This is an optimization exercise on Yosys and OpenROAD, whose aim is small area, not a production implementation. Only simulation tests tie the RTL to the original design; equivalence was not proved. No activity file was given, so power comes from the tool's default toggle rates.

==> design.v <==
package sha_pkg;
    function automatic logic [31:0] round_k(input logic [5:0] r);
        case (r)
            6'd0: round_k = 32'h428a2f98;
            6'd1: round_k = 32'h71374491;
            6'd2: round_k = 32'hb5c0fbcf;
            6'd3: round_k = 32'he9b5dba5;
            6'd4: round_k = 32'h3956c25b;
            6'd5: round_k = 32'h59f111f1;
            6'd6: round_k = 32'h923f82a4;
            6'd7: round_k = 32'hab1c5ed5;
            6'd8: round_k = 32'hd807aa98;
            6'd9: round_k = 32'h12835b01;
            6'd10: round_k = 32'h243185be;
            6'd11: round_k = 32'h550c7dc3;
            6'd12: round_k = 32'h72be5d74;
            6'd13: round_k = 32'h80deb1fe;
            6'd14: round_k = 32'h9bdc06a7;
            6'd15: round_k = 32'hc19bf174;
            6'd16: round_k = 32'he49b69c1;
            6'd17: round_k = 32'hefbe4786;
            6'd18: round_k = 32'h0fc19dc6;
            6'd19: round_k = 32'h240ca1cc;
            6'd20: round_k = 32'h2de92c6f;
            6'd21: round_k = 32'h4a7484aa;
            6'd22: round_k = 32'h5cb0a9dc;
            6'd23: round_k = 32'h76f988da;
            6'd24: round_k = 32'h983e5152;
            6'd25: round_k = 32'ha831c66d;
            6'd26: round_k = 32'hb00327c8;
            6'd27: round_k = 32'hbf597fc7;
            6'd28: round_k = 32'hc6e00bf3;
            6'd29: round_k = 32'hd5a79147;
            6'd30: round_k = 32'h06ca6351;
            6'd31: round_k = 32'h14292967;
            6'd32: round_k = 32'h27b70a85;
            6'd33: round_k = 32'h2e1b2138;
            6'd34: round_k = 32'h4d2c6dfc;
            6'd35: round_k = 32'h53380d13;
            6'd36: round_k = 32'h650a7354;
            6'd37: round_k = 32'h766a0abb;
            6'd38: round_k = 32'h81c2c92e;
            6'd39: round_k = 32'h92722c85;
            6'd40: round_k = 32'ha2bfe8a1;
            6'd41: round_k = 32'ha81a664b;
            6'd42: round_k = 32'hc24b8b70;
            6'd43: round_k = 32'hc76c51a3;
            6'd44: round_k = 32'hd192e819;
            6'd45: round_k = 32'hd6990624;
            6'd46: round_k = 32'hf40e3585;
            6'd47: round_k = 32'h106aa070;
            6'd48: round_k = 32'h19a4c116;
            6'd49: round_k = 32'h1e376c08;
            6'd50: round_k = 32'h2748774c;
            6'd51: round_k = 32'h34b0bcb5;
            6'd52: round_k = 32'h391c0cb3;
            6'd53: round_k = 32'h4ed8aa4a;
            6'd54: round_k = 32'h5b9cca4f;
            6'd55: round_k = 32'h682e6ff3;
            6'd56: round_k = 32'h748f82ee;
            6'd57: round_k = 32'h78a5636f;
            6'd58: round_k = 32'h84c87814;
            6'd59: round_k = 32'h8cc70208;
            6'd60: round_k = 32'h90befffa;
            6'd61: round_k = 32'ha4506ceb;
            6'd62: round_k = 32'hbef9a3f7;
            6'd63: round_k = 32'hc67178f2;
        endcase
    endfunction
    function automatic logic [31:0] init_h(input logic [2:0] i);
        case (i)
            3'd0: init_h = 32'h6a09e667;
            3'd1: init_h = 32'hbb67ae85;
            3'd2: init_h = 32'h3c6ef372;
            3'd3: init_h = 32'ha54ff53a;
            3'd4: init_h = 32'h510e527f;
            3'd5: init_h = 32'h9b05688c;
            3'd6: init_h = 32'h1f83d9ab;
            3'd7: init_h = 32'h5be0cd19;
        endcase
    endfunction
endpackage
module sha256_message_digest_unit (
    input  logic        clk,
    input  logic        rst_n,
    input  logic        in_valid,
    input  logic [7:0]  in_data_byte,
    input  logic        in_has_byte,
    input  logic        in_last,
    output logic        in_ready,
    output logic        out_valid,
    input  logic        out_ready,
    output logic [63:0] digest_bits_255_192,
    output logic [63:0] digest_bits_191_128,
    output logic [63:0] digest_bits_127_64,
    output logic [63:0] digest_bits_63_0
);
    localparam logic [2:0] S_COLLECT = 3'd0;
    localparam logic [2:0] S_PAD     = 3'd1;
    localparam logic [2:0] S_ROUND   = 3'd2;
    localparam logic [2:0] S_FOLD    = 3'd3;
    localparam logic [2:0] S_EMIT    = 3'd4;
    logic [2:0] state;
    logic [8:0] ph;          
    logic [1:0] rr;          
    logic [5:0] bpos;        
    logic       armed;       
    logic       absorbed;    
    logic       closing;     
    logic       second;      
    logic       final_blk;   
    logic       padblk;      
    logic       ipend;       
    logic       irun;        
    logic [511:0] w;
    logic [255:0] v;
    logic [255:0] h;
    logic [63:0]  c;
    logic         ccar;
    logic [6:0]   cv;        
    logic [2:0]   cw;        
    logic         cf;        
    logic [4:0] bi;
    logic [5:0] slot;
    logic [2:0] nb;
    logic [1:0] lane;
    assign bi   = ph[4:0];
    assign slot = ph[8:3];
    assign nb   = ph[2:0];
    assign lane = ph[4:3];
    logic collect, round, fold, emit, cz;
    assign collect = (state == S_COLLECT);
    assign round   = (state == S_ROUND);
    assign fold    = (state == S_FOLD);
    assign emit    = (state == S_EMIT);
    assign cz      = (bi != 5'd0);
    logic byte_cond, byte_go, byte_done, close_req, pad_entry, entry_final, noop_take;
    logic [5:0] pad_slot;
    assign byte_cond   = collect && in_valid && in_has_byte && !absorbed && !second && (slot == bpos);
    assign byte_go     = byte_cond && ((nb == 3'd0) || armed);
    assign byte_done   = byte_go && (nb == 3'd7);
    assign close_req   = in_valid && in_last && (absorbed || !in_has_byte);
    assign pad_slot    = second ? 6'd0 : bpos;
    assign pad_entry   = collect && close_req && (slot == pad_slot) && (nb == 3'd0);
    assign entry_final = second || (bpos < 6'd56);
    assign noop_take   = collect && in_valid && !in_has_byte && !in_last;
    assign in_ready    = noop_take || (byte_done && !in_last) || (pad_entry && entry_final);
    assign out_valid   = emit;
    logic pad_now, ins_en, ins_bit, pad_bit, len_bit, tapc;
    always_comb
    begin
        unique case (lane)
            2'd0: tapc = c[56];
            2'd1: tapc = c[40];
            2'd2: tapc = c[24];
            default: tapc = c[8];
        endcase
        if (slot == 6'd63)
            len_bit = (nb >= 3'd3) ? bpos[3'(nb - 3'd3)] : 1'b0;
        else if (slot == 6'd62 && nb == 3'd0)
            len_bit = bpos[5];
        else
            len_bit = tapc;
        if (!second && slot == bpos)
            pad_bit = (nb == 3'd7);
        else if (final_blk && slot >= 6'd56)
            pad_bit = len_bit;
        else
            pad_bit = 1'b0;
    end
    assign pad_now = (state == S_PAD) || pad_entry;
    assign ins_en  = byte_go || pad_now;
    assign ins_bit = pad_now ? pad_bit : in_data_byte[nb];
    logic s0w, s1w, sw1, sw2, wnew;
    logic [2:0] cwn;
    assign s0w = (bi < 5'd25 ? w[472] : w[504]) ^ (bi < 5'd14 ? w[461] : w[493])
               ^ (bi < 5'd29 && w[476]);
    assign s1w = (bi < 5'd15 ? w[46] : w[78]) ^ (bi < 5'd13 ? w[44] : w[76])
               ^ (bi < 5'd22 && w[53]);
    assign {cwn[0], sw1}  = w[511] + s0w + (cz && cw[0]);
    assign {cwn[1], sw2}  = sw1 + w[223] + (cz && cw[1]);
    assign {cwn[2], wnew} = sw2 + s1w + (cz && cw[2]);
    logic bs0, bs1, ch, mj, kb, x1, x2, x3, t1, t2, anew, enew;
    logic [6:0] cvn;
    logic [31:0] kw;
    assign kw  = sha_pkg::round_k({rr, ph[8:5]});
    assign kb  = kw[bi];
    assign bs0 = (bi < 5'd30 ? v[29] : v[61]) ^ (bi < 5'd19 ? v[18] : v[50])
               ^ (bi < 5'd10 ? v[9] : v[41]);
    assign bs1 = (bi < 5'd26 ? v[153] : v[185]) ^ (bi < 5'd21 ? v[148] : v[180])
               ^ (bi < 5'd7 ? v[134] : v[166]);
    assign ch  = (v[159] & v[191]) ^ (~v[159] & v[223]);
    assign mj  = (v[31] & v[63]) | (v[31] & v[95]) | (v[63] & v[95]);
    assign {cvn[0], x1}   = v[255] + bs1 + (cz && cv[0]);
    assign {cvn[1], x2}   = x1 + ch + (cz && cv[1]);
    assign {cvn[2], x3}   = x2 + kb + (cz && cv[2]);
    assign {cvn[3], t1}   = x3 + w[511] + (cz && cv[3]);
    assign {cvn[4], t2}   = bs0 + mj + (cz && cv[4]);
    assign {cvn[5], anew} = t1 + t2 + (cz && cv[5]);
    assign {cvn[6], enew} = v[127] + t1 + (cz && cv[6]);
    logic fsum, cfn, hin, iv;
    logic [31:0] ivw;
    assign ivw = sha_pkg::init_h(3'd7 - ph[7:5]);
    assign iv  = ivw[bi];
    assign {cfn, fsum} = h[255] + v[255] + (cz && cf);
    assign hin = irun ? iv : (fold ? fsum : h[255]);
    logic inc_win, cin;
    assign inc_win = round && (rr == 2'd0) && (ph[8:6] == 3'd0) && !padblk;
    assign cin     = inc_win && ((ph[5:0] == 6'd9) || ((ph[5:0] > 6'd9) && ccar));
    always_ff @(posedge clk)
    begin
        w <= {w[510:0], round ? wnew : w[511]};
        if (ins_en && lane == 2'd0) w[488] <= ins_bit;
        if (ins_en && lane == 2'd1) w[504] <= ins_bit;
        if (ins_en && lane == 2'd2) w[8]   <= ins_bit;
        if (ins_en && lane == 2'd3) w[24]  <= ins_bit;
        cw <= cwn;
        v <= {v[254:0], round ? anew : hin};
        if (round) v[128] <= enew;
        cv <= cvn;
        if (!emit)
            h <= {h[254:0], hin};
        cf <= cfn;
        c    <= {(irun ? 1'b0 : c[0] ^ cin), c[63:1]};
        ccar <= c[0] && cin;
    end
    always_ff @(posedge clk or negedge rst_n)
    begin
        if (!rst_n)
        begin
            state     <= S_COLLECT;
            ph        <= '0;
            rr        <= '0;
            bpos      <= '0;
            armed     <= 1'b0;
            absorbed  <= 1'b0;
            closing   <= 1'b0;
            second    <= 1'b0;
            final_blk <= 1'b0;
            padblk    <= 1'b0;
            ipend     <= 1'b1;
            irun      <= 1'b0;
        end
        else
        begin
            ph    <= ph + 1'b1;
            armed <= byte_go;
            if (ph[7:0] == 8'hff)
            begin
                irun  <= ipend;
                ipend <= 1'b0;
            end
            unique case (state)
                S_COLLECT:
                begin
                    if (byte_done)
                    begin
                        bpos <= bpos + 1'b1;
                        if (in_last)
                            absorbed <= 1'b1;
                        if (bpos == 6'd63)
                        begin
                            state  <= S_ROUND;
                            padblk <= 1'b0;
                        end
                    end
                    else if (pad_entry)
                    begin
                        state     <= S_PAD;
                        closing   <= 1'b1;
                        final_blk <= entry_final;
                        if (entry_final)
                            absorbed <= 1'b0;
                    end
                end
                S_PAD:
                begin
                    if (ph == 9'd511)
                    begin
                        state  <= S_ROUND;
                        padblk <= 1'b1;
                    end
                end
                S_ROUND:
                begin
                    if (ph == 9'd511)
                    begin
                        rr <= rr + 1'b1;
                        if (rr == 2'd3)
                            state <= S_FOLD;
                    end
                end
                S_FOLD:
                begin
                    if (ph[7:0] == 8'hff)
                    begin
                        if (!closing)
                            state <= S_COLLECT;
                        else if (final_blk)
                            state <= S_EMIT;
                        else
                        begin
                            state  <= S_COLLECT;
                            second <= 1'b1;
                        end
                    end
                end
                S_EMIT:
                begin
                    if (out_ready)
                    begin
                        state     <= S_COLLECT;
                        ipend     <= 1'b1;
                        bpos      <= '0;
                        closing   <= 1'b0;
                        second    <= 1'b0;
                        final_blk <= 1'b0;
                    end
                end
                default: state <= S_COLLECT;
            endcase
        end
    end
    always_comb
    begin
        for (int x = 0; x < 64; x++)
        begin
            digest_bits_255_192[x] = h[63 - x];
            digest_bits_191_128[x] = h[127 - x];
            digest_bits_127_64[x]  = h[191 - x];
            digest_bits_63_0[x]    = h[255 - x];
        end
    end
endmodule
==> flow/run.sh <==
#!/bin/bash
# The standard layout (standard.sh) with three changes:
#  - synthesis maps logic with a stronger ABC area script (flow/own_synth.tcl)
#  - the clock tree uses clkbuf_4 leaf clusters and no dummy loads
#  - the port buffers are buf_1
# make's full output goes to make_finish.log; ORFS keeps each step's log under orfs/logs
set -euo pipefail
here=$(pwd)
export FLOW_SYNTH_TCL="$here/synth_recipe.tcl"
export OWN_ABC_SCRIPT="$here/flow/abc_area_strong.script"
bash standard.sh finish \
  "SYNTH_SCRIPT=$here/flow/own_synth.tcl" \
  "FLOW_SYNTH_TCL=$FLOW_SYNTH_TCL" \
  "OWN_ABC_SCRIPT=$OWN_ABC_SCRIPT" \
  'CTS_ARGS=-sink_clustering_enable -repair_clock_nets -dont_use_dummy_load -buf_list sky130_fd_sc_hd__clkbuf_4 -sink_clustering_size 10 -sink_clustering_max_diameter 50' \
  'BUFFER_PORTS_ARGS=-buffer_cell sky130_fd_sc_hd__buf_1' > make_finish.log 2>&1
==> flow/abc_area_strong.script <==
strash
dch -f
map -a
mfs2
map -a
==> flow/own_synth.tcl <==
# The standard synthesis (synth_recipe.tcl), with ABC's mapping script replaced by a
# stronger area script; registers are mapped before ABC runs, so they are the standard ones
proc abc {args} {
  set i [lsearch -exact $args -script]
  if { $i >= 0 } {
    set args [lreplace $args [expr { $i + 1 }] [expr { $i + 1 }] $::env(OWN_ABC_SCRIPT)]
  }
  puts "own synthesis: abc $args"
  yosys abc {*}$args
}
source $::env(FLOW_SYNTH_TCL)
==> standard.sh <==
#!/bin/bash
# synth_recipe.tcl (not shown) runs the flow's synth.tcl, then flattens the netlist and writes it again
# the make line also repeats each setting of config.mk as NAME=value (left out here)
make -C /OpenROAD-flow-scripts/flow DESIGN_CONFIG=/design/flow/config.mk WORK_HOME=/design/flow/orfs CLKGATE_MAP_FILE= SYNTH_SCRIPT=/design/flow/synth_recipe.tcl "${@:-finish}"
==> config.mk <==
export PLATFORM = sky130hd
export DESIGN_NAME = sha256_message_digest_unit
export DESIGN_NICKNAME = sha256_message_digest_unit
export VERILOG_FILES = /design/flow/design.v
export SDC_FILE = /design/flow/constraint.sdc
export NUM_CORES = 4
export LEC_CHECK = 0
export ABC_AREA = 1
export CAP_MARGIN = 20
export CORE_MARGIN = 2
export CORE_UTILIZATION = 60
export SLEW_MARGIN = 20
==> constraint.sdc <==
create_clock -name core_clock -period 20.0 [get_ports {clk}]
set_input_delay 4.0000 -clock core_clock [delete_from_list [all_inputs] [get_ports {clk}]]
set_output_delay 4.0000 -clock core_clock [all_outputs]
set_load 0.01 [all_outputs]
==> results of run 1 <==
cells by family (layout without fill, tap and decap cells):
family                   after synthesis  in the layout  synth area share, %
AND/OR/NAND/NOR                      329            329                 4.56
multiplexers                          10             10                0.340
flip-flops                          1128           1128                 84.7
XOR/XNOR                              16             16                0.470
other                                  0              4                    0
buffers and inverters                135            562                 1.70
adder cells (fa/ha/maj)               39             39                 1.91
AO/OA/AOI/OAI                        308            308                 6.30
synthesized netlist by cell type, types with 2 or more instances:
| master | instances | area (sq um) |
|---|---|---|
| xor2_1 | 12 | 105 |
| a22oi_1 | 10 | 75.1 |
| a31oi_1 | 14 | 87.6 |
| ha_1 | 28 | 350 |
| a21oi_1 | 92 | 460 |
| or2_2 | 2 | 12.5 |
| a221oi_1 | 5 | 43.8 |
| nand2_1 | 113 | 424 |
| fa_1 | 11 | 220 |
| o311ai_0 | 10 | 87.6 |
| nand4_1 | 13 | 81.3 |
| dfxtp_1 | 844 | 16900 |
| dfrtp_1 | 27 | 676 |
| a32oi_1 | 10 | 87.6 |
| mux2i_1 | 9 | 90.1 |
| o221ai_1 | 9 | 78.8 |
| o2111ai_1 | 6 | 52.6 |
| nand3_1 | 34 | 170 |
| o32ai_1 | 4 | 35.0 |
| o22ai_1 | 10 | 62.6 |
| nor3_1 | 17 | 85.1 |
| a2111oi_0 | 2 | 17.5 |
| edfxtp_1 | 256 | 7690 |
| o31ai_1 | 5 | 37.5 |
| clkinv_1 | 135 | 507 |
| nor2_1 | 142 | 533 |
| o21ai_0 | 96 | 480 |
| nor4_1 | 5 | 31.3 |
| a211oi_1 | 5 | 37.5 |
| o211ai_1 | 23 | 173 |
| xnor2_1 | 4 | 35.0 |
placed cells by master, fill, tap and decap left out, types with 6 or more instances in the layout:
cell type	count
dfxtp_1	844
buf_1	271
edfxtp_1	256
nor2_1	142
clkinv_1	133
clkbuf_4	132
nand2_1	113
o21ai_0	96
a21oi_1	92
nand3_1	34
ha_1	28
dfrtp_1	27
o211ai_1	23
buf_4	23
nor3_1	17
a31oi_1	14
nand4_1	13
xor2_1	12
fa_1	11
o311ai_0	10
a22oi_1	10
a32oi_1	10
o22ai_1	10
mux2i_1	9
o221ai_1	9
o2111ai_1	6
power breakdown:
group	leakage [nW]	switching [mW]	internal, mW
logic	2.13	0.0581	0.0279
registers	10.3	0.0310	2.41
clock network	0.607	0.618	0.305
total	13.1	0.707	2.74
metal layers:
metal | global-route usage [%] | up-vias | part of all wire [%]
li1 | - | 7567 | -
met1 | 36.4 | 7846 | 44
met2 | 37.8 | 805 | 44
met3 | 6.10 | 194 | 8.1
met4 | 12.7 | 0 | 4.0
met5 | 0 | - | 0
worst paths after layout:
kind,from,endpoint,slack (ns),cells past startpoint
max,in_last,in_ready,10.44,8
min,w[15]$_DFF_P_,w[16]$_DFF_P_,0.26,0
max reg2reg,ph[5]$_DFF_PN0_,v[128]$_DFF_P_,13.29,18
min reg2reg,w[15]$_DFF_P_,w[16]$_DFF_P_,0.26,0
max in group asynchronous,rst_n,ipend$_DFF_PN1_,16.59,2
min in group asynchronous,rst_n,bpos[3]$_DFFE_PN0P_,3.05,2
cell type report:
type,instances,area [sq um],area share (%)
sequential,1128,25300,76.9
antenna,4,10.0,0.0304
inverter,135,514,1.56
timing repair buffer,295,1210,3.68
multi-input combinational,702,4050,12.3
clock buffer,132,991,3.01
tap,664,831,2.53
metrics by stage:
step / instance area [sq um] / power [mW] / setup slack [ns] / hold WS (ns)
floorplan: 29800 / 2.53 / 10.96 / 0.310
global placement: 31900 / 2.56 / 10.73 / 0.310
detailed placement: 31900 / 2.58 / 10.61 / 0.312
CTS: 32900 / 3.49 / 10.51 / 0.275
global route: 32900 / 3.60 / 10.32 / 0.270
finish: 32900 / 3.45 / 10.44 / 0.256
sequential cells by signal (all words and copies together), names as in the netlist, 2 cells and up:
register	flops
v	256
ph	9
state	3
rr	2
w	512
c	64
h	256
cw	3
bpos	6
cv	7
critical path: stages:
cell	delay (ns)
buf_1	0.08
clkinv_1	0.13
nor4_1	0.45
nand4_1	0.23
nor2_1	0.25
clkinv_1	0.17
nand2_1	0.10
buf_1	0.15
==> parameters.txt, run 1 <==
Parameter                              Value

Clock network
  Postcts setup bufs ... 0
  Clock tree from TritonCTS ... done
  CTS Hold Buffers Added ... 0
  Clock latency at the later pin of the worst-skew pair ... ~0.96 ns
  Root buffer selected by CTS ... clkbuf_4
  Number of buffers on the longest clock path ... 3
  H-tree depth ... 4
  # resized after CTS ... 0
  Clock transition at the registers of the reported paths ... 0.10 ns
  Inserted Clock Buffers ... approximately 130
  Number of sinks handled by clock tree synthesis ... approximately 1.1k

Power and ir drop
  Leakage power ... about 13 nW
  IR Drop Worst-Case VDD ... 81.3 uV
  Pwr per Cell Area ... approximately 100 nW/um^2

Layout
  Fraction of the core area covered by cells at the end of the flow ... about two thirds
  Area added between synthesis and finish ... 10.2%
  Number of nets at the end of the flow ... 2447
  Layout cells sized above 1 ... 6.98%
  Fillers ... between 3k and 4k
  Number of standard cells in the final layout excluding fillers ... slightly above 3k

Timing
  Final Critical Period ... around 9.6 ns
  Final Max Slew Viols ... 0
  Max transition margin ... between 10% and 20%
  Setup repair after global routing missed its margin ... no
  Setup_tns ... 0 ns
  Portion of the clock cycle consumed by the worst path in the final layout ... a little under half
  Fmax ... between 0.1 and 0.15 GHz
  Count of endpoints failing hold in the final timing report ... 0
  Slew at the pin closest to its max-slew limit ... about 1.2 ns
  Clk_skew ... ~0.11 ns
  Setup-violating endpoint count in the final report ... 0

Yosys
  Post-synth design cell area ... slightly below 30000 sq um
  Synthesized Nets ... roughly 2k
  Seq cells post-synth ... roughly 1.1k
  Synthesis Warnings ... 1
  Top_reg_cell synth ... dfxtp_1
  Average cell area after synthesis ... 15.2 sq um
  Count of mapped cells out of synthesis ... ~2k
  Count of distinct cell types in the synthesized netlist ... 43
  Number of enable flip-flop cells after synthesis ... roughly 260
  Share of flip-flops with an asynchronous set or reset ... approximately 2.5%
  Portion of the post-synthesis area used by sequential elements ... a little over four fifths

Global routing
  Wire length of the first global-routing pass ... around 97000 um
  Initial antenna violation count ... 2
  GRT Residual Overflow ... 0
  Vias in the first global route ... between 15k and 20k
  Overall routing resource usage ... around a quarter
  Largest net degree at the start of global routing ... around 160

Worst setup path
  CP arrival ... between 5 and 6 ns
  Critical path data required time ... around 16 ns
  Nature of the critical path endpoint ... primary output
  Classification of the worst setup path ... primary input to primary output
  Critical path startpoint category ... primary input
  Max Fanout on Critical Path ... 4

Floorplanning
  Overall die area ... 51500 sq um
  Number of rows created at floorplan ... a little over 80
  Area of the placeable core ... between 40000 and 50000 sq um
  Horizontal extent of the die ... between 200 and 250 um
  Vertical die dimension ... roughly 230 um
  Ports placed on the boundary ... 272
  Effective utilization at floorplan ... 60.8%

Route
  Via count ... ~16k
  Initial DRT Pass Iterations ... 6
  Routed wire per std cell ... between 20 and 25 um
  Final routed wirelength across all metal layers ... about 65000 um
  First DRT Iteration DRCs ... 1413
  Remaining routing DRC violations ... 0
  Count of antenna-violating nets left after detailed routing ... 0
  Via density per instance ... about 5.4

Placement
  Number of buffers inserted by port buffering ... around 270
  Placed wire-length estimate ... ~44000 um
  RePlAce Congestion ... just under 1
  Post-Place Cells ... 2924

Run
  Maxcap violations ... 0

Worst hold path
  Hold Crit Class ... flip-flop to flip-flop

Status
  Outcome ... finished clean
==> run 2, diff against run 1 <==
--- a/design.v
+++ b/design.v
@@ -119,7 +119,6 @@
     logic         ccar;
     logic [6:0]   cv;        
     logic [2:0]   cw;        
-    logic         cf;        
     logic [4:0] bi;
     logic [5:0] slot;
     logic [2:0] nb;
@@ -191,19 +190,18 @@
                ^ (bi < 5'd7 ? v[134] : v[166]);
     assign ch  = (v[159] & v[191]) ^ (~v[159] & v[223]);
     assign mj  = (v[31] & v[63]) | (v[31] & v[95]) | (v[63] & v[95]);
-    assign {cvn[0], x1}   = v[255] + bs1 + (cz && cv[0]);
+    assign {cvn[0], x1}   = v[255] + (fold ? h[255] : bs1) + (cz && cv[0]);
     assign {cvn[1], x2}   = x1 + ch + (cz && cv[1]);
     assign {cvn[2], x3}   = x2 + kb + (cz && cv[2]);
     assign {cvn[3], t1}   = x3 + w[511] + (cz && cv[3]);
     assign {cvn[4], t2}   = bs0 + mj + (cz && cv[4]);
     assign {cvn[5], anew} = t1 + t2 + (cz && cv[5]);
     assign {cvn[6], enew} = v[127] + t1 + (cz && cv[6]);
-    logic fsum, cfn, hin, iv;
+    logic hin, iv;
     logic [31:0] ivw;
-    assign ivw = sha_pkg::init_h(3'd7 - ph[7:5]);
+    assign ivw = sha_pkg::init_h(~ph[7:5]);
     assign iv  = ivw[bi];
-    assign {cfn, fsum} = h[255] + v[255] + (cz && cf);
-    assign hin = irun ? iv : (fold ? fsum : h[255]);
+    assign hin = irun ? iv : (fold ? x1 : h[255]);
     logic inc_win, cin;
     assign inc_win = round && (rr == 2'd0) && (ph[8:6] == 3'd0) && !padblk;
     assign cin     = inc_win && ((ph[5:0] == 6'd9) || ((ph[5:0] > 6'd9) && ccar));
@@ -220,7 +218,6 @@
         cv <= cvn;
         if (!emit)
             h <= {h[254:0], hin};
-        cf <= cfn;
         c    <= {(irun ? 1'b0 : c[0] ^ cin), c[63:1]};
         ccar <= c[0] && cin;
     end
--- a/config.mk
+++ b/config.mk
@@ -8,5 +8,5 @@
 export ABC_AREA = 1
 export CAP_MARGIN = 20
 export CORE_MARGIN = 2
-export CORE_UTILIZATION = 60
+export CORE_UTILIZATION = 70
 export SLEW_MARGIN = 20
==> parameters.txt, run 2 <==
Parameter                              Value

Timing
  Count of endpoints failing hold in the final timing report ... 0 (unchanged)
  Setup_tns ... 0 ns (unchanged)
  Setup repair after global routing missed its margin ... no (unchanged)
  Fmax ... 0.105 GHz (about the same)
  Setup-violating endpoint count in the final report ... 0 (unchanged)
  Clk_skew ... 0.0920 ns (was 0.105 ns)
  Final Critical Period ... 9.52 ns (was 9.56 ns)
  Slew at the pin closest to its max-slew limit ... 1.19 ns (was 1.20 ns)
  Max transition margin ... 20.6% (was 18.2%)
  Final Max Slew Viols ... 0 (unchanged)
  Portion of the clock cycle consumed by the worst path in the final layout ... 47.6% (was 47.8%)

Floorplanning
  Ports placed on the boundary ... 272 (unchanged)
  Effective utilization at floorplan ... 71.0% (was 60.8%)
  Horizontal extent of the die ... 210 um (was 227 um)
  Number of rows created at floorplan ... 75 (was 81)
  Vertical die dimension ... 210 um (was 227 um)
  Area of the placeable core ... 41900 sq um (was 49100 sq um)
  Overall die area ... 44200 sq um (was 51500 sq um)

Placement
  RePlAce Congestion ... 0.980 (was 0.990)
  Number of buffers inserted by port buffering ... 271 (unchanged)
  Placement Cell Area ... 31700 sq um (was 31900 sq um)
  Placed wire-length estimate ... 48900 um (was 44300 um)
  Post-Place Cells ... 2789 (was 2924)

Clock network
  Postcts setup bufs ... 0 (unchanged)
  # resized after CTS ... 0 (unchanged)
  Number of buffers on the longest clock path ... 3 (unchanged)
  CTS Hold Buffers Added ... 0 (unchanged)
  Inserted Clock Buffers ... 132 (unchanged)
  Number of sinks handled by clock tree synthesis ... 1127 (was 1128)
  Clock tree from TritonCTS ... done (unchanged)
  Clock transition at the registers of the reported paths ... 0.12 ns (was 0.10 ns)
  Clock latency at the later pin of the worst-skew pair ... 0.96 ns (about the same)
  H-tree depth ... 4 (unchanged)
  Root buffer selected by CTS ... clkbuf_4 (unchanged)

Yosys
  Synth cell count leaders ... dfxtp_1 (843), edfxtp_1 (256), nor2_1 (131) (was dfxtp_1 (844), edfxtp_1 (256), nor2_1 (142))
  Portion of the post-synthesis area used by sequential elements ... 84.8% (was 84.7%)
  Cell types occupying the most area after synthesis ... dfxtp_1 (57%), edfxtp_1 (26%), dfrtp_1 (2.3%) (unchanged)
  Largest area contributor in the synthesized netlist ... dfxtp_1 (unchanged)
  Number of enable flip-flop cells after synthesis ... 256 (unchanged)
  Seq cells post-synth ... 1127 (was 1128)
  Most used standard cell by instance count after synthesis ... dfxtp_1 (unchanged)
  Share of flip-flops with an asynchronous set or reset ... 2.48% (about the same)
  Top_reg_cell synth ... dfxtp_1 (unchanged)
  Count of distinct cell types in the synthesized netlist ... 40 (was 43)
  Average cell area after synthesis ... 15.2 sq um (about the same)
  Synthesis Warnings ... 1 (unchanged)
  Area share of the largest cell type after synthesis ... 56.6% (about the same)
  Synthesized Nets ... 2008 (was 2018)
  Post-synth design cell area ... 29800 sq um (about the same)
  Count of mapped cells out of synthesis ... 1956 (was 1965)

Power and ir drop
  Pwr per Cell Area ... 99.8 nW/um^2 (was 105 nW/um^2)
  Leakage power ... 13.0 nW (was 13.1 nW)
  Total Power Consumption ... 3.26 mW (was 3.45 mW)
  IR Drop Worst-Case VDD ... 94.0 uV (was 81.3 uV)

Worst setup path
  CP arrival ... 5.52 ns (was 5.56 ns)
  Worst flop-to-flop path endpoint ... v[128]$_DFF_P_ (unchanged)
  Nature of the critical path endpoint ... primary output (unchanged)
  Crit path largest cell delay ... 0.29 ns (was 0.45 ns)
  Classification of the worst setup path ... primary input to primary output (unchanged)
  Max Fanout on Critical Path ... 5 (was 4)
  Setup slack on the worst flop-to-flop path ... 13.33 ns (was 13.29 ns)
  Critical path startpoint category ... primary input (unchanged)
  Critical Path Slowest Stage Cell ... a21oi_1 (was nor4_1)
  Reg2reg path depth ... 20 (was 18)
  Critical path data required time ... 16.00 ns (about the same)
  Startpoint of the most critical register-to-register path ... ph[5]$_DFF_PN0_ (unchanged)
  Cell chain of the critical path ... buf_1 > clkinv_1 > nor4_1 > nand4_1 > a21oi_1 > clkinv_1 > o21ai_0 > buf_1 (was buf_1 > clkinv_1 > nor4_1 > nand4_1 > nor2_1 > clkinv_1 > nand2_1 > buf_1)
  Startpoint of the most critical setup path ... in_last (unchanged)

Layout
  Largest register FFs ... 512 (unchanged)
  Combined area of the multi-input logic cells ... 4060 sq um (was 4050 sq um)
  Fillers ... 2270 (was 3408)
  Number of standard cells in the final layout excluding fillers ... 2923 (was 3060)
  Area added between synthesis and finish ... 9.64% (was 10.2%)
  Design Area, Final ... 32700 sq um (was 32900 sq um)
  Number of nets at the end of the flow ... 2436 (was 2447)
  Top library cells by usage in the layout, fill and taps aside ... dfxtp_1 (843), buf_1 (271), edfxtp_1 (256) (was dfxtp_1 (844), buf_1 (271), edfxtp_1 (256))
  Registers with the most flip-flops ... w (512), h (256), v (256) (unchanged)
  Layout cells sized above 1 ... 6.97% (was 6.98%)
  Most common library cell in the layout ignoring fill and taps ... dfxtp_1 (unchanged)
  Largest register by flop count ... w (unchanged)
  Storage cell area ... 25300 sq um (about the same)

Global routing
  Largest net degree at the start of global routing ... 94 (was 156)
  Initial antenna violation count ... 4 (was 2)
  Vias in the first global route ... 17.3k (was 16.1k)
  Overall routing resource usage ... 33.5% (was 25.8%)
  GRT Residual Overflow ... 0 (unchanged)
  Wire length of the first global-routing pass ... 107000 um (was 96700 um)

Worst hold path
  Hold Crit Class ... flip-flop to flip-flop (unchanged)
  Startpoint of the worst hold path ... w[37]$_DFF_P_ (was w[15]$_DFF_P_)
  Hold-critical path endpoint ... w[38]$_DFF_P_ (was w[16]$_DFF_P_)
  Worst Hold Path Cells ... 0 (unchanged)

Route
  Routed wire per std cell ... 24.9 um (was 21.4 um)
  First DRT Iteration DRCs ... 2262 (was 1413)
  Count of antenna-violating nets left after detailed routing ... 0 (unchanged)
  Final routed wirelength across all metal layers ... 72700 um (was 65400 um)
  Initial DRT Pass Iterations ... 7 (was 6)
  Remaining routing DRC violations ... 0 (unchanged)
  Via density per instance ... 5.88 (was 5.36)
  Via count ... 17.2k (was 16.4k)

Run
  Maxcap violations ... 0 (unchanged)

Status
  Outcome ... finished clean (unchanged)
## run 2: cell type report
class                   instances  area share [%]
flip-flops and latches       1127            77.3
multi-input cells             702            12.4
repair buffers                294            3.65
clock buffers                 132            3.03
well taps                     539            2.06
inverters                     127            1.48
diodes                          2          0.0153
## run 2: kinds of logic after synthesis
| group | after synthesis | synth area share, % |
|---|---|---|
| xor gates and xnor gates | 14 | 0.411 |
| AOI/OAI and AO/OA | 328 | 6.65 |
| DFF | 1127 | 84.8 |
| muxes | 12 | 0.411 |
| adders and majority gates | 38 | 1.85 |
| buffers and inverters | 127 | 1.60 |
| and+or+nand+nor | 310 | 4.30 |
## run 2: layer usage
| layer | vias to the layer above | routed length [um] | share of wire [%] | global-route usage (%) |
|---|---|---|---|---|
| met1 | 8188 | 27400 | 38 | 42.8 |
| li1 | 7560 | - | - | - |
| met3 | 262 | 7690 | 11 | 9.92 |
| met5 | - | 0 | 0 | 0 |
| met2 | 1175 | 33900 | 47 | 51.7 |
| met4 | 0 | 3680 | 5.1 | 18.8 |
## run 2: report_power, final
group | internal [mW] | switching [mW] | leakage (nW)
logic | 0.00125 | 0.00357 | 2.11
clock network | 0.306 | 0.636 | 0.607
registers | 2.31 | 0.000414 | 10.3
## run 2: per-stage QoR
step	setup slack (ns)	util, %	hold WS, ns
finish	10.48	77.9	0.251
global route	10.37	77.9	0.249
CTS	10.46	77.9	0.248
detailed placement	10.50	75.5	0.312
global placement	10.66	75.5	0.310
floorplan	11.08	-	0.310
## run 2: worst max-delay path: cells and delay by family
kind | cells | cell delay [ns]
buf+inv | 4 | 0.57
compound gates | 2 | 0.43
simple gates | 2 | 0.53
## run 2: worst max path at each step
stage	to	slack [ns]	depth (start not counted)
3_3_place_gp	in_ready	10.66	8
2_1_floorplan	in_ready	11.08	6
5_1_grt	in_ready	10.37	8
3_5_place_dp	in_ready	10.50	8
4_1_cts	in_ready	10.46	8
6_report	in_ready	10.48	8
==> run 3, diff against run 2 <==
--- a/config.mk
+++ b/config.mk
@@ -8,5 +8,5 @@
 export ABC_AREA = 1
 export CAP_MARGIN = 20
 export CORE_MARGIN = 2
-export CORE_UTILIZATION = 70
+export CORE_UTILIZATION = 60
 export SLEW_MARGIN = 20
==> parameters.txt, run 3 <==
Parameter                              Value

Placement
  Placed wire-length estimate ... 41900 um (was 48900 um)
  RePlAce Congestion ... 0.969 (was 0.980)
  Post-Place Cells ... 2913 (was 2789)
  Worst slack at placement ... 10.63 ns (was 10.50 ns)
  Number of buffers inserted by port buffering ... 271 (unchanged)

Yosys
  Fraction of the mapped netlist area in compound gates ... 6.65% (unchanged)
  Post-synth design cell area ... 29800 sq um (unchanged)
  Largest area contributor in the synthesized netlist ... dfxtp_1 (unchanged)
  Area share of xor/xnor cells in the synthesized design ... 0.411% (unchanged)
  Portion of the post-synthesis area used by sequential elements ... 84.8% (unchanged)
  Seq cells post-synth ... 1127 (unchanged)
  Synth cell count leaders ... dfxtp_1 (843), edfxtp_1 (256), nor2_1 (131) (unchanged)
  Dominant combinational cell family by area after synthesis ... compound AO/OA/AOI/OAI gates (unchanged)
  Most used standard cell by instance count after synthesis ... dfxtp_1 (unchanged)
  Top_reg_cell synth ... dfxtp_1 (unchanged)
  Cell types occupying the most area after synthesis ... dfxtp_1 (57%), edfxtp_1 (26%), dfrtp_1 (2.3%) (unchanged)
  Adder-cell share of the synthesized area ... 1.85% (unchanged)
  Synthesis Warnings ... 1 (unchanged)
  Synthesized Nets ... 2008 (unchanged)
  Area share of the largest cell type after synthesis ... 56.6% (unchanged)
  Share of flip-flops with an asynchronous set or reset ... 2.48% (unchanged)
  Average cell area after synthesis ... 15.2 sq um (unchanged)
  Mux share of post-synthesis cell area ... 0.411% (unchanged)
  Count of distinct cell types in the synthesized netlist ... 40 (unchanged)
  Count of mapped cells out of synthesis ... 1956 (unchanged)
  Number of enable flip-flop cells after synthesis ... 256 (unchanged)
  Simple-gate share of the synthesized area ... 4.30% (unchanged)

Global routing
  Vias in the first global route ... 15.7k (was 17.3k)
  Largest net degree at the start of global routing ... 95 (was 94)
  Wire length of the first global-routing pass ... 93600 um (was 107000 um)
  Initial antenna violation count ... 4 (unchanged)
  GRT Residual Overflow ... 0 (unchanged)
  Overall routing resource usage ... 24.8% (was 33.5%)

Clock network
  # resized after CTS ... 0 (unchanged)
  CTS Hold Buffers Added ... 0 (unchanged)
  Number of buffers on the longest clock path ... 3 (unchanged)
  Root buffer selected by CTS ... clkbuf_4 (unchanged)
  Clock latency at the later pin of the worst-skew pair ... 0.95 ns (was 0.96 ns)
  Postcts setup bufs ... 0 (unchanged)
  Inserted Clock Buffers ... 132 (unchanged)
  H-tree depth ... 4 (unchanged)
  Clock tree from TritonCTS ... done (unchanged)
  Clock transition at the registers of the reported paths ... 0.09 ns (was 0.12 ns)
  Number of sinks handled by clock tree synthesis ... 1127 (unchanged)

Worst setup path
  Critical path startpoint category ... primary input (unchanged)
  Setup slack on the worst flop-to-flop path ... 14.02 ns (was 13.33 ns)
  Max Fanout on Critical Path ... 5 (unchanged)
  Startpoint of the most critical register-to-register path ... ph[5]$_DFF_PN0_ (unchanged)
  CP arrival ... 5.39 ns (was 5.52 ns)
  Critical path data required time ... 16.00 ns (about the same)
  Reg2reg path depth ... 19 (was 20)
  Classification of the worst setup path ... primary input to primary output (unchanged)
  Nature of the critical path endpoint ... primary output (unchanged)
  Worst flop-to-flop path endpoint ... v[128]$_DFF_P_ (unchanged)

Timing
  Slew at the pin closest to its max-slew limit ... 1.06 ns (was 1.19 ns)
  Count of endpoints failing hold in the final timing report ... 0 (unchanged)
  Final Max Slew Viols ... 0 (unchanged)
  Setup repair after global routing missed its margin ... no (unchanged)
  Max transition margin ... 28.9% (was 20.6%)
  Portion of the clock cycle consumed by the worst path in the final layout ... 47.0% (was 47.6%)
  Setup_tns ... 0 ns (unchanged)
  Clk_skew ... 0.0920 ns (about the same)
  Post-layout worst setup margin ... 10.61 ns (was 10.48 ns)
  Fmax ... 0.106 GHz (was 0.105 GHz)
  Setup-violating endpoint count in the final report ... 0 (unchanged)
  Post-route worst hold slack ... 0.272 ns (was 0.251 ns)
  Final Critical Period ... 9.39 ns (was 9.52 ns)

Worst hold path
  Startpoint of the worst hold path ... c[41]$_DFF_P_ (was w[37]$_DFF_P_)
  Hold-critical path endpoint ... c[40]$_DFF_P_ (was w[38]$_DFF_P_)
  Worst Hold Path Cells ... 0 (unchanged)
  Hold Crit Class ... flip-flop to flip-flop (unchanged)

Power and ir drop
  Total Power Consumption ... 3.25 mW (was 3.26 mW)
  Pwr per Cell Area ... 98.8 nW/um^2 (was 99.8 nW/um^2)
  Leakage power ... 13.0 nW (about the same)
  IR Drop Worst-Case VDD ... 84.7 uV (was 94.0 uV)

Route
  First DRT Iteration DRCs ... 1246 (was 2262)
  Via count ... 16.3k (was 17.2k)
  Count of antenna-violating nets left after detailed routing ... 0 (unchanged)
  Initial DRT Pass Iterations ... 8 (was 7)
  Final routed wirelength across all metal layers ... 63300 um (was 72700 um)
  Via density per instance ... 5.34 (was 5.88)
  Routed wire per std cell ... 20.8 um (was 24.9 um)
  Remaining routing DRC violations ... 0 (unchanged)

Layout
  Most common library cell in the layout ignoring fill and taps ... dfxtp_1 (unchanged)
  Largest register FFs ... 512 (unchanged)
  Number of nets at the end of the flow ... 2435 (was 2436)
  Top library cells by usage in the layout, fill and taps aside ... dfxtp_1 (843), buf_1 (271), edfxtp_1 (256) (unchanged)
  Layout cells sized above 1 ... 6.89% (was 6.97%)
  Registers with the most flip-flops ... w (512), h (256), v (256) (unchanged)
  Area added between synthesis and finish ... 10.2% (was 9.64%)
  Largest register by flop count ... w (unchanged)
  Number of standard cells in the final layout excluding fillers ... 3050 (was 2923)

Floorplanning
  Vertical die dimension ... 227 um (was 210 um)
  Number of rows created at floorplan ... 81 (was 75)
  Effective utilization at floorplan ... 60.9% (was 71.0%)
  Ports placed on the boundary ... 272 (unchanged)
  Overall die area ... 51500 sq um (was 44200 sq um)
  Area of the placeable core ... 49000 sq um (was 41900 sq um)
  Horizontal extent of the die ... 227 um (was 210 um)

Run
  Maxcap violations ... 0 (unchanged)

Status
  Outcome ... finished clean (unchanged)
==> run 3: changes by cell type in the layout (fill, tap and decap cells not counted) <==
cell and change:
buf_6 +1, buf_4 -2, clkinv_1 +1, diode_2 +3, inv_2 -1
==> run 3: critical path, cell delays in order <==
cell and delay [ns]:
buf_1 0.09, clkinv_1 0.09, nor4_1 0.31, nand4_1 0.23
a21oi_1 0.25, clkinv_1 0.13, o21ai_0 0.09, buf_1 0.20
==> run 3: final cells by class <==
class	instances	area, sq um
sequential	1127	25300
timing repair buffer	293	1190
fill	3370	16100
tap	664	831
antenna	5	12.5
inverter	127	484
clock buffer	132	991
multi-input combinational	702	4060
==> run 3: metal layers <==
| layer | vias to the layer above | routed length (um) | GRT usage (%) |
|---|---|---|---|
| met4 | 0 | 2430 | 12.4 |
| li1 | 7583 | - | - |
| met3 | 169 | 5730 | 6.75 |
| met1 | 7731 | 27700 | 35.2 |
| met5 | - | 0 | 0 |
| met2 | 795 | 27400 | 35.3 |
==> run 3: kinds of logic after synthesis <==
| group | after synthesis |
|---|---|
| buffers and inverters | 127 |
| DFF | 1127 |
| adders and majority gates | 38 |
| xor gates and xnor gates | 14 |
| AOI/OAI and AO/OA | 328 |
| muxes | 12 |
| and+or+nand+nor | 310 |
==> run 3: worst max-delay path by stage <==
stage / from / endpoint / slack [ns] / cells past startpoint
5_1_grt: in_last / in_ready / 10.44 / 8
3_5_place_dp: in_last / in_ready / 10.63 / 8
3_3_place_gp: in_last / in_ready / 10.65 / 8
6_report: in_last / in_ready / 10.61 / 8
2_1_floorplan: in_last / in_ready / 11.08 / 6
4_1_cts: in_last / in_ready / 10.62 / 8
==> run 3: through the flow <==
stage	utilization [%]	cell area (sq um)
after floorplan	-	29800
after global placement	65.0	31800
after detailed placement	65.0	31800
after CTS	67.0	32800
after global routing	67.1	32800
final	67.1	32800
==> run 3: where the power goes <==
part / switching (mW) / internal, mW / total (mW)
registers: 0.000367 / 2.31 / 2.31
clock network: 0.621 / 0.305 / 0.926
logic: 0.00322 / 0.00125 / 0.00447
total: 0.624 / 2.62 / 3.25
==> run 4, diff against run 3 <==
--- a/design.v
+++ b/design.v
@@ -108,8 +108,6 @@
     logic       absorbed;    
     logic       closing;     
     logic       second;      
-    logic       final_blk;   
-    logic       padblk;      
     logic       ipend;       
     logic       irun;        
     logic [511:0] w;
@@ -162,7 +160,7 @@
             len_bit = tapc;
         if (!second && slot == bpos)
             pad_bit = (nb == 3'd7);
-        else if (final_blk && slot >= 6'd56)
+        else if (entry_final && slot >= 6'd56)
             pad_bit = len_bit;
         else
             pad_bit = 1'b0;
@@ -203,7 +201,7 @@
     assign iv  = ivw[bi];
     assign hin = irun ? iv : (fold ? x1 : h[255]);
     logic inc_win, cin;
-    assign inc_win = round && (rr == 2'd0) && (ph[8:6] == 3'd0) && !padblk;
+    assign inc_win = round && (rr == 2'd0) && (ph[8:6] == 3'd0) && !closing;
     assign cin     = inc_win && ((ph[5:0] == 6'd9) || ((ph[5:0] > 6'd9) && ccar));
     always_ff @(posedge clk)
     begin
@@ -233,8 +231,6 @@
             absorbed  <= 1'b0;
             closing   <= 1'b0;
             second    <= 1'b0;
-            final_blk <= 1'b0;
-            padblk    <= 1'b0;
             ipend     <= 1'b1;
             irun      <= 1'b0;
         end
@@ -256,16 +252,12 @@
                         if (in_last)
                             absorbed <= 1'b1;
                         if (bpos == 6'd63)
-                        begin
-                            state  <= S_ROUND;
-                            padblk <= 1'b0;
-                        end
+                            state <= S_ROUND;
                     end
                     else if (pad_entry)
                     begin
                         state     <= S_PAD;
                         closing   <= 1'b1;
-                        final_blk <= entry_final;
                         if (entry_final)
                             absorbed <= 1'b0;
                     end
@@ -273,10 +265,7 @@
                 S_PAD:
                 begin
                     if (ph == 9'd511)
-                    begin
-                        state  <= S_ROUND;
-                        padblk <= 1'b1;
-                    end
+                        state <= S_ROUND;
                 end
                 S_ROUND:
                 begin
@@ -293,7 +282,7 @@
                     begin
                         if (!closing)
                             state <= S_COLLECT;
-                        else if (final_blk)
+                        else if (entry_final)
                             state <= S_EMIT;
                         else
                         begin
@@ -311,7 +300,6 @@
                         bpos      <= '0;
                         closing   <= 1'b0;
                         second    <= 1'b0;
-                        final_blk <= 1'b0;
                     end
                 end
                 default: state <= S_COLLECT;
==> parameters.txt, run 4 <==
Parameter                              Value

Layout
  Fraction of the core area covered by cells at the end of the flow ... 67.0% (was 67.1%)
  Design Area, Final ... 32800 sq um (about the same)
  Number of nets at the end of the flow ... 2436 (was 2435)
  Top library cells by usage in the layout, fill and taps aside ... dfxtp_1 (843), buf_1 (271), edfxtp_1 (256) (unchanged)
  Registers with the most flip-flops ... w (512), h (256), v (256) (unchanged)
  Fillers ... 3266 (was 3370)
  Largest register FFs ... 512 (unchanged)
  Area added between synthesis and finish ... 10.3% (was 10.2%)
  Layout cells sized above 1 ... 7.14% (was 6.89%)
  Largest register by flop count ... w (unchanged)
  Most common library cell in the layout ignoring fill and taps ... dfxtp_1 (unchanged)

Worst setup path
  Nature of the critical path endpoint ... primary output (unchanged)
  Critical path startpoint category ... primary input (unchanged)
  Startpoint of the most critical register-to-register path ... ph[5]$_DFF_PN0_ (unchanged)
  Max Fanout on Critical Path ... 6 (was 5)
  Endpoint of the most critical setup path ... in_ready (unchanged)
  Worst flop-to-flop path endpoint ... v[128]$_DFF_P_ (unchanged)
  CP arrival ... 5.33 ns (was 5.39 ns)
  Startpoint of the most critical setup path ... in_has_byte (was in_last)
  Setup slack on the worst flop-to-flop path ... 13.23 ns (was 14.02 ns)
  Classification of the worst setup path ... primary input to primary output (unchanged)
  Critical path data required time ... 16.00 ns (about the same)
  Reg2reg path depth ... 19 (unchanged)

Yosys
  Synth cell count leaders ... dfxtp_1 (843), edfxtp_1 (256), nor2_1 (142) (was dfxtp_1 (843), edfxtp_1 (256), nor2_1 (131))
  Portion of the post-synthesis area used by sequential elements ... 84.8% (about the same)
  Area share of the largest cell type after synthesis ... 56.8% (was 56.6%)
  Synthesized Nets ... 2002 (was 2008)
  Share of flip-flops with an asynchronous set or reset ... 2.31% (was 2.48%)
  Number of enable flip-flop cells after synthesis ... 256 (unchanged)
  Seq cells post-synth ... 1125 (was 1127)
  Synthesis Warnings ... 1 (unchanged)
  Top_reg_cell synth ... dfxtp_1 (unchanged)
  Count of distinct cell types in the synthesized netlist ... 44 (was 40)
  Average cell area after synthesis ... 15.2 sq um (about the same)
  Cell types occupying the most area after synthesis ... dfxtp_1 (57%), edfxtp_1 (26%), dfrtp_1 (2.1%) (was dfxtp_1 (57%), edfxtp_1 (26%), dfrtp_1 (2.3%))
  Count of mapped cells out of synthesis ... 1950 (was 1956)
  Most used standard cell by instance count after synthesis ... dfxtp_1 (unchanged)
  Largest area contributor in the synthesized netlist ... dfxtp_1 (unchanged)
  Post-synth design cell area ... 29700 sq um (was 29800 sq um)

Clock network
  Inserted Clock Buffers ... 133 (was 132)
  CTS Hold Buffers Added ... 0 (unchanged)
  Clock tree from TritonCTS ... done (unchanged)
  Clock latency at the later pin of the worst-skew pair ... 0.96 ns (was 0.95 ns)
  Postcts setup bufs ... 0 (unchanged)
  Number of sinks handled by clock tree synthesis ... 1125 (was 1127)
  Number of buffers on the longest clock path ... 3 (unchanged)
  Root buffer selected by CTS ... clkbuf_4 (unchanged)
  Clock transition at the registers of the reported paths ... 0.10 ns (was 0.09 ns)
  H-tree depth ... 4 (unchanged)
  # resized after CTS ... 0 (unchanged)

Timing
  Fmax ... 0.107 GHz (was 0.106 GHz)
  Final Critical Period ... 9.33 ns (was 9.39 ns)
  Setup repair after global routing missed its margin ... no (unchanged)
  Clk_skew ... 0.0753 ns (was 0.0920 ns)
  Slew at the pin closest to its max-slew limit ... 1.00 ns (was 1.06 ns)
  Max transition margin ... 32.9% (was 28.9%)
  Count of endpoints failing hold in the final timing report ... 0 (unchanged)
  Setup-violating endpoint count in the final report ... 0 (unchanged)
  Final Max Slew Viols ... 0 (unchanged)
  Setup_tns ... 0 ns (unchanged)
  Portion of the clock cycle consumed by the worst path in the final layout ... 46.7% (was 47.0%)

Floorplanning
  Horizontal extent of the die ... 227 um (about the same)
  Overall die area ... 51300 sq um (was 51500 sq um)
  Effective utilization at floorplan ... 60.7% (was 60.9%)
  Vertical die dimension ... 227 um (about the same)
  Area of the placeable core ... 49000 sq um (unchanged)
  Ports placed on the boundary ... 272 (unchanged)
  Number of rows created at floorplan ... 81 (unchanged)

Placement
  Placement Cell Area ... 31800 sq um (about the same)
  Placed wire-length estimate ... 47100 um (was 41900 um)
  Number of buffers inserted by port buffering ... 271 (unchanged)
  RePlAce Congestion ... 0.958 (was 0.969)

Global routing
  Largest net degree at the start of global routing ... 95 (unchanged)
  GRT Residual Overflow ... 0 (unchanged)
  Vias in the first global route ... 16.5k (was 15.7k)
  Overall routing resource usage ... 27.1% (was 24.8%)
  Initial antenna violation count ... 3 (was 4)
  Wire length of the first global-routing pass ... 101000 um (was 93600 um)

Status
  Outcome ... finished clean (unchanged)

Run
  Maxcap violations ... 0 (unchanged)

Power and ir drop
  IR Drop Worst-Case VDD ... 96.3 uV (was 84.7 uV)
  Pwr per Cell Area ... 99.1 nW/um^2 (was 98.8 nW/um^2)
  Leakage power ... 13.1 nW (was 13.0 nW)
  Total Power Consumption ... 3.25 mW (about the same)

Route
  Remaining routing DRC violations ... 0 (unchanged)
  Count of antenna-violating nets left after detailed routing ... 0 (unchanged)
  First DRT Iteration DRCs ... 1266 (was 1246)
  Via count ... 16.5k (was 16.3k)
  Initial DRT Pass Iterations ... 5 (was 8)
  Routed wire per std cell ... 22.6 um (was 20.8 um)
  Final routed wirelength across all metal layers ... 68900 um (was 63300 um)
  Via density per instance ... 5.42 (was 5.34)

Worst hold path
  Hold Crit Class ... flip-flop to flip-flop (unchanged)
run 4: cell types whose count changed in the layout (fill, tap and decap cells not counted), sizes merged, moves of 11 or more:
cell and change:
a21oi -14, nor3 -12, o21ai -25, nand2 +24, nor2 +11
run 4: power breakdown:
group | internal [mW] | total [mW] | switching, mW | leakage [nW]
clock network | 0.307 | 0.935 | 0.628 | 0.612
logic | 0.00153 | 0.00523 | 0.00371 | 2.16
registers | 2.31 | 2.31 | 0.000677 | 10.3
run 4: stage by stage:
| stage | hold WS, ns | instances | worst slack, ns |
|---|---|---|---|
| final | 0.286 | 3050 | 10.67 |
| after global routing | 0.291 | 3050 | 10.52 |
| after CTS | 0.291 | 3045 | 10.67 |
| after detailed placement | 0.312 | 2912 | 10.68 |
| after global placement | 0.310 | 2912 | 10.68 |
| after floorplan | 0.310 | 1950 | 8.82 |
run 4: area by class of cell:
cell class	instances	area [sq um]	area share, %
inverter	119	447	1.36
tap	664	831	2.53
multi-input combinational	706	4080	12.4
sequential	1125	25200	76.9
timing repair buffer	299	1230	3.74
clock buffer	133	998	3.04
antenna	4	10.0	0.0305
run 4: how the worst min path moves through the flow:
stage	start	end	slack, ns	depth (start not counted)
final	v[163]$_DFF_P_	v[164]$_DFF_P_	0.29	0
after global routing	w[467]$_DFF_P_	w[468]$_DFF_P_	0.29	0
after CTS	v[163]$_DFF_P_	v[164]$_DFF_P_	0.29	0
after detailed placement	v[85]$_DFF_P_	v[86]$_DFF_P_	0.31	0
after global placement	w[6]$_DFF_P_	w[7]$_DFF_P_	0.31	0
after floorplan	c[1]$_DFF_P_	c[0]$_DFF_P_	0.31	0
run 4: logic make-up after synthesis:
group,count (synthesis),share of synthesized area (%)
compound gates,304,6.34
xor+xnor,14,0.412
fa+ha+maj,38,1.85
buf+inv,119,1.50
flops,1125,84.8
mux,13,0.450
simple gates,337,4.63
run 4: worst max-delay path, cell delays in order:
cell and delay (ns):
buf_1 0.08, clkinv_1 0.08, or2_2 0.29, nor3_1 0.14
nand2_1 0.08, clkinv_1 0.07, nand2_1 0.17, o221ai_1 0.24
buf_1 0.19
run 4: routing by layer:
layer | routed length, um | GRT usage [%] | vias to the layer above
met5 | 13 | 0 | -
met4 | 3760 | 15.9 | 2
met3 | 5020 | 6.74 | 219
met2 | 31600 | 42.1 | 767
met1 | 28500 | 35.0 | 7968
li1 | - | - | 7573
==> run 5, diff against run 4 <==
==> flow/run.sh (replaced) <==
#!/bin/bash
# The standard layout (standard.sh) with three changes:
#  - synthesis maps logic with a stronger ABC area script (flow/own_synth.tcl, flow/abc_area_strong.script)
#  - the clock tree uses clkbuf_4 leaf clusters and no dummy loads
#  - the port buffers are buf_1
# make's full output goes to make_finish.log; ORFS keeps each step's log under orfs/logs
set -euo pipefail
here=$(pwd)
export FLOW_SYNTH_TCL="$here/synth_recipe.tcl"
export OWN_ABC_SCRIPT="$here/flow/abc_area_strong.script"
bash standard.sh finish \
  "SYNTH_SCRIPT=$here/flow/own_synth.tcl" \
  "FLOW_SYNTH_TCL=$FLOW_SYNTH_TCL" \
  "OWN_ABC_SCRIPT=$OWN_ABC_SCRIPT" \
  'CTS_ARGS=-sink_clustering_enable -repair_clock_nets -dont_use_dummy_load -buf_list sky130_fd_sc_hd__clkbuf_4 -sink_clustering_size 12 -sink_clustering_max_diameter 35' \
  'BUFFER_PORTS_ARGS=-buffer_cell sky130_fd_sc_hd__buf_1' > make_finish.log 2>&1
==> flow/abc_area_strong.script (replaced) <==
strash
&get -n
&dch -f
&nf -R 1000 -a
&put
mfs2
strash
&get -n
&dch -f
&nf -R 1000 -a
&put
mfs2
strash
&get -n
&dch -f
&nf -R 1000 -a
&put
==> parameters.txt, run 5 <==
Parameter                              Value

Clock network
  Root buffer selected by CTS ... clkbuf_4 (unchanged)
  CTS Hold Buffers Added ... 0 (unchanged)
  Clock latency at the later pin of the worst-skew pair ... 0.90 ns (was 0.96 ns)
  H-tree depth ... 3 (was 4)
  # resized after CTS ... 0 (unchanged)
  Inserted Clock Buffers ... 119 (was 133)
  Postcts setup bufs ... 0 (unchanged)
  Number of buffers on the longest clock path ... 3 (unchanged)
  Clock transition at the registers of the reported paths ... 0.11 ns (was 0.10 ns)
  Number of sinks handled by clock tree synthesis ... 1125 (unchanged)
  Clock tree from TritonCTS ... done (unchanged)

Route
  Routed length on met1 ... 28600 um (was 28500 um)
  Via density per instance ... 5.45 (was 5.42)
  Via count ... 15.9k (was 16.5k)
  Remaining routing DRC violations ... 0 (unchanged)
  First DRT Iteration DRCs ... 1252 (was 1266)
  Initial DRT Pass Iterations ... 6 (was 5)
  Routed length on met2 ... 28600 um (was 31600 um)
  Sum of met3 wire segment lengths after detailed routing ... 5360 um (was 5020 um)
  Routed wire per std cell ... 22.2 um (was 22.6 um)
  Top routing layer in use ... met5 (unchanged)
  Final routed wirelength across all metal layers ... 64400 um (was 68900 um)
  Count of antenna-violating nets left after detailed routing ... 0 (unchanged)

Worst setup path
  Critical Path Slowest Stage Cell ... nor4_1 (was or2_2)
  CP Buf/Inv Count ... 2 (was 4)
  Nature of the critical path endpoint ... primary output (unchanged)
  Cell type with the highest occurrence count on the critical path ... buf_1
  Critical path data required time ... 16.00 ns (about the same)
  Classification of the worst setup path ... primary input to primary output (unchanged)
  Crit path largest cell delay ... 0.57 ns (was 0.29 ns)
  CP arrival ... 5.70 ns (was 5.33 ns)
  Top Family by Delay on Critical Path ... simple AND/OR/NAND/NOR gates (unchanged)
  Cell chain of the critical path ... buf_1 > nand2_1 > nor4_1 > and2_0 > nor2_1 > o22ai_1 > buf_1 (was buf_1 > clkinv_1 > or2_2 > nor3_1 > nand2_1 > clkinv_1 > nand2_1 > o221ai_1 > buf_1)
  Max Fanout on Critical Path ... 7 (was 6)
  Critical path startpoint category ... primary input (unchanged)

Layout
  Registers with the most flip-flops ... w (512), h (256), v (256) (unchanged)
  Fraction of the core area covered by cells at the end of the flow ... 66.5% (was 67.0%)
  Largest register FFs ... 512 (unchanged)
  Layout cells sized above 1 ... 6.65% (was 7.14%)
  Largest register by flop count ... w (unchanged)
  Area added between synthesis and finish ... 10.0% (was 10.3%)
  Most common library cell in the layout ignoring fill and taps ... dfxtp_1 (unchanged)
  Fillers ... 3329 (was 3266)
  Top library cells by usage in the layout, fill and taps aside ... dfxtp_1 (843), buf_1 (271), edfxtp_1 (256) (unchanged)
  Design Area, Final ... 32400 sq um (was 32800 sq um)
  Number of nets at the end of the flow ... 2295 (was 2436)

Yosys
  Synthesized Nets ... 1881 (was 2002)
  Seq cells post-synth ... 1125 (unchanged)
  Share of flip-flops with an asynchronous set or reset ... 2.31% (unchanged)
  Synthesis Warnings ... 1 (unchanged)
  Number of enable flip-flop cells after synthesis ... 256 (unchanged)
  Average cell area after synthesis ... 16.1 sq um (was 15.2 sq um)
  Top_reg_cell synth ... dfxtp_1 (unchanged)
  Synth cell count leaders ... dfxtp_1 (843), edfxtp_1 (256), nand2_1 (103) (was dfxtp_1 (843), edfxtp_1 (256), nor2_1 (142))
  Count of mapped cells out of synthesis ... 1829 (was 1950)
  Cell types occupying the most area after synthesis ... dfxtp_1 (57%), edfxtp_1 (26%), dfrtp_1 (2.1%) (unchanged)
  Portion of the post-synthesis area used by sequential elements ... 85.5% (was 84.8%)
  Largest area contributor in the synthesized netlist ... dfxtp_1 (unchanged)
  Post-synth design cell area ... 29500 sq um (was 29700 sq um)
  Most used standard cell by instance count after synthesis ... dfxtp_1 (unchanged)
  Count of distinct cell types in the synthesized netlist ... 57 (was 44)
  Area share of the largest cell type after synthesis ... 57.2% (was 56.8%)

Floorplanning
  Ports placed on the boundary ... 272 (unchanged)
  Effective utilization at floorplan ... 60.5% (was 60.7%)
  Number of rows created at floorplan ... 81 (unchanged)
  Horizontal extent of the die ... 226 um (was 227 um)
  Vertical die dimension ... 226 um (was 227 um)
  Overall die area ... 50900 sq um (was 51300 sq um)
  Area of the placeable core ... 48700 sq um (was 49000 sq um)

Power and ir drop
  Leakage power ... 12.4 nW (was 13.1 nW)
  Clock group share of total power ... 19.8% (was 28.8%)
  Total Power Consumption ... 4.41 mW (was 3.25 mW)
  Internal power component ... 3.25 mW (was 2.62 mW)
  IR Drop Worst-Case VDD ... 85.3 uV (was 96.3 uV)
  Portion of total power attributed to combinational logic ... 11.3% (was 0.2%)
  Net switching power ... 1.16 mW (was 0.632 mW)
  Pwr per Cell Area ... 136 nW/um^2 (was 99.1 nW/um^2)
  Switching Fraction ... 26.3% (was 19.4%)
  Sequential power share ... 68.9% (was 71.1%)

Placement
  RePlAce Congestion ... 0.930 (was 0.958)
  Placement Cell Area ... 31500 sq um (was 31800 sq um)
  Number of buffers inserted by port buffering ... 271 (unchanged)
  Placed wire-length estimate ... 43700 um (was 47100 um)

Timing
  Setup repair after global routing missed its margin ... no (unchanged)
  Setup_tns ... 0 ns (unchanged)
  Final Critical Period ... 9.70 ns (was 9.33 ns)
  Max transition margin ... 25.1% (was 32.9%)
  Final Max Slew Viols ... 0 (unchanged)
  Count of endpoints failing hold in the final timing report ... 0 (unchanged)
  Setup-violating endpoint count in the final report ... 0 (unchanged)
  Fmax ... 0.103 GHz (was 0.107 GHz)
  Portion of the clock cycle consumed by the worst path in the final layout ... 48.5% (was 46.7%)
  Slew at the pin closest to its max-slew limit ... 1.11 ns (was 1.00 ns)
  Clk_skew ... 0.124 ns (was 0.0753 ns)

Global routing
  Vias in the first global route ... 15.7k (was 16.5k)
  Overall routing resource usage ... 25.5% (was 27.1%)
  Largest net degree at the start of global routing ... 205 (was 95)
  GRT Residual Overflow ... 0 (unchanged)
  Initial antenna violation count ... 3 (unchanged)
  Wire length of the first global-routing pass ... 95800 um (was 101000 um)

Status
  Outcome ... finished clean (unchanged)

Run
  Maxcap violations ... 0 (unchanged)

Worst hold path
  Hold Crit Class ... flip-flop to flip-flop (unchanged)
## run 5: cell types whose count changed in the layout (fill, tap and decap cells not counted), moves of 11 or more
cell	previous run	this run
clkinv_1	119	29
clkbuf_4	133	119
a211oi_1	3	14
nor2_1	142	92
and2_0	0	11
nand3_1	43	20
nand2_1	123	102
## run 5: layout make-up
type	instances	area (sq um)	share of cell area, %
sequential	1125	25200	77.8
multi-input combinational	675	4170	12.9
timing repair buffer	293	1190	3.68
clock buffer	119	893	2.75
tap	664	831	2.56
inverter	29	109	0.336
antenna	3	7.51	0.0231
## run 5: worst reg2reg max path: cells and delay by family (launching register included)
family	cells	cell delay, ns
AO/OA/AOI/OAI	5	1.40
adder cells (fa/ha/maj)	4	2.22
buffers and inverters	3	0.91
flip-flops	1	0.32
multiplexers	1	0.29
AND/OR/NAND/NOR	4	1.24
## run 5: through the flow
step	cells	hold WS, ns	setup WS (ns)
finish	2908	0.246	10.30
global route	2906	0.241	10.08
CTS	2905	0.243	10.29
detailed placement	2786	0.312	10.27
global placement	2786	0.310	10.38
floorplan	1829	0.310	8.97
## run 5: path summary, 6_finish.rpt
check / start / end / slack, ns / cells past startpoint
max: in_valid / in_ready / 10.30 / 7
min: v[169]$_DFF_P_ / v[170]$_DFF_P_ / 0.25 / 0
max reg2reg: ph[6]$_DFF_PN0_ / v[0]$_DFF_P_ / 13.53 / 17
min reg2reg: v[169]$_DFF_P_ / v[170]$_DFF_P_ / 0.25 / 0
max in group asynchronous: rst_n / rr[0]$_DFFE_PN0P_ / 16.50 / 2
min in group asynchronous: rst_n / closing$_DFFE_PN0P_ / 3.09 / 2
## run 5: metal layers
metal,global-route usage [%],up-vias
met5,0,-
met4,9.76,2
met3,6.69,143
met2,38.1,704
met1,36.0,7750
li1,-,7253
## run 5: kinds of logic (layout without fill, tap and decap cells)
family	Yosys count	in the layout	share of synthesized area, %
fa+ha+maj	38	38	1.87
mux	20	20	0.751
xor+xnor	17	17	0.505
compound gates	314	314	6.71
simple gates	286	286	4.26
buf+inv	29	441	0.369
flops	1125	1125	85.5
other cells	0	3	0
## run 5: power by group through the flow
| stage | Combinational [mW] | Clock, mW | Sequential, mW |
|---|---|---|---|
| after floorplan | 0.0982 | 0 | 3.16 |
| after global placement | 0.498 | 0 | 3.06 |
| after detailed placement | 0.507 | 0 | 3.08 |
| after CTS | 0.507 | 0.912 | 3.04 |
| after global routing | 0.547 | 0.991 | 3.08 |
| final | 0.498 | 0.874 | 3.03 |

==> what the ideal ports hide <==
In the flow no input, the clock included, has a driving cell. The finished layouts below were timed again as built, in two steps.
Step 1 sets driving cells, clkbuf_16 on the clock port and buf_2 on the other inputs (assumed; they add their load-dependent delay and slew).
Step 2 adds t to the input delays and takes it off the output delays; t is the mean of the earliest and latest rising clock arrival at the registers after step 1. Input paths then give back, and output paths get back, about the clock's delay inside the block.
a / b / c = ideal / step 1 / step 2; a / b = the first two.
run	t, ns	slack for setup (ns)	worst setup path at the end	latest minus earliest clock arrival (ns)	slew at the worst register clock pin (ns)
run 1	0.960	10.438 / 10.413 / 10.413	input to output	0.107 / 0.107	0.11 / 0.11
run 2	0.956	10.477 / 10.432 / 10.432	input to output	0.124 / 0.124	0.12 / 0.12
run 3	0.962	10.610 / 10.563 / 10.563	input to output	0.103 / 0.103	0.11 / 0.11
run 4	0.984	10.666 / 10.638 / 10.638	input to output	0.102 / 0.102	0.12 / 0.12
run 5	0.879	10.302 / 10.250 / 10.250	input to output	0.139 / 0.139	0.12 / 0.12
After both steps every run listed still meets setup and hold. For run 5, which loses most, drivers alone change the setup slack by -0.052 ns; drivers and shift together by -0.052 ns.
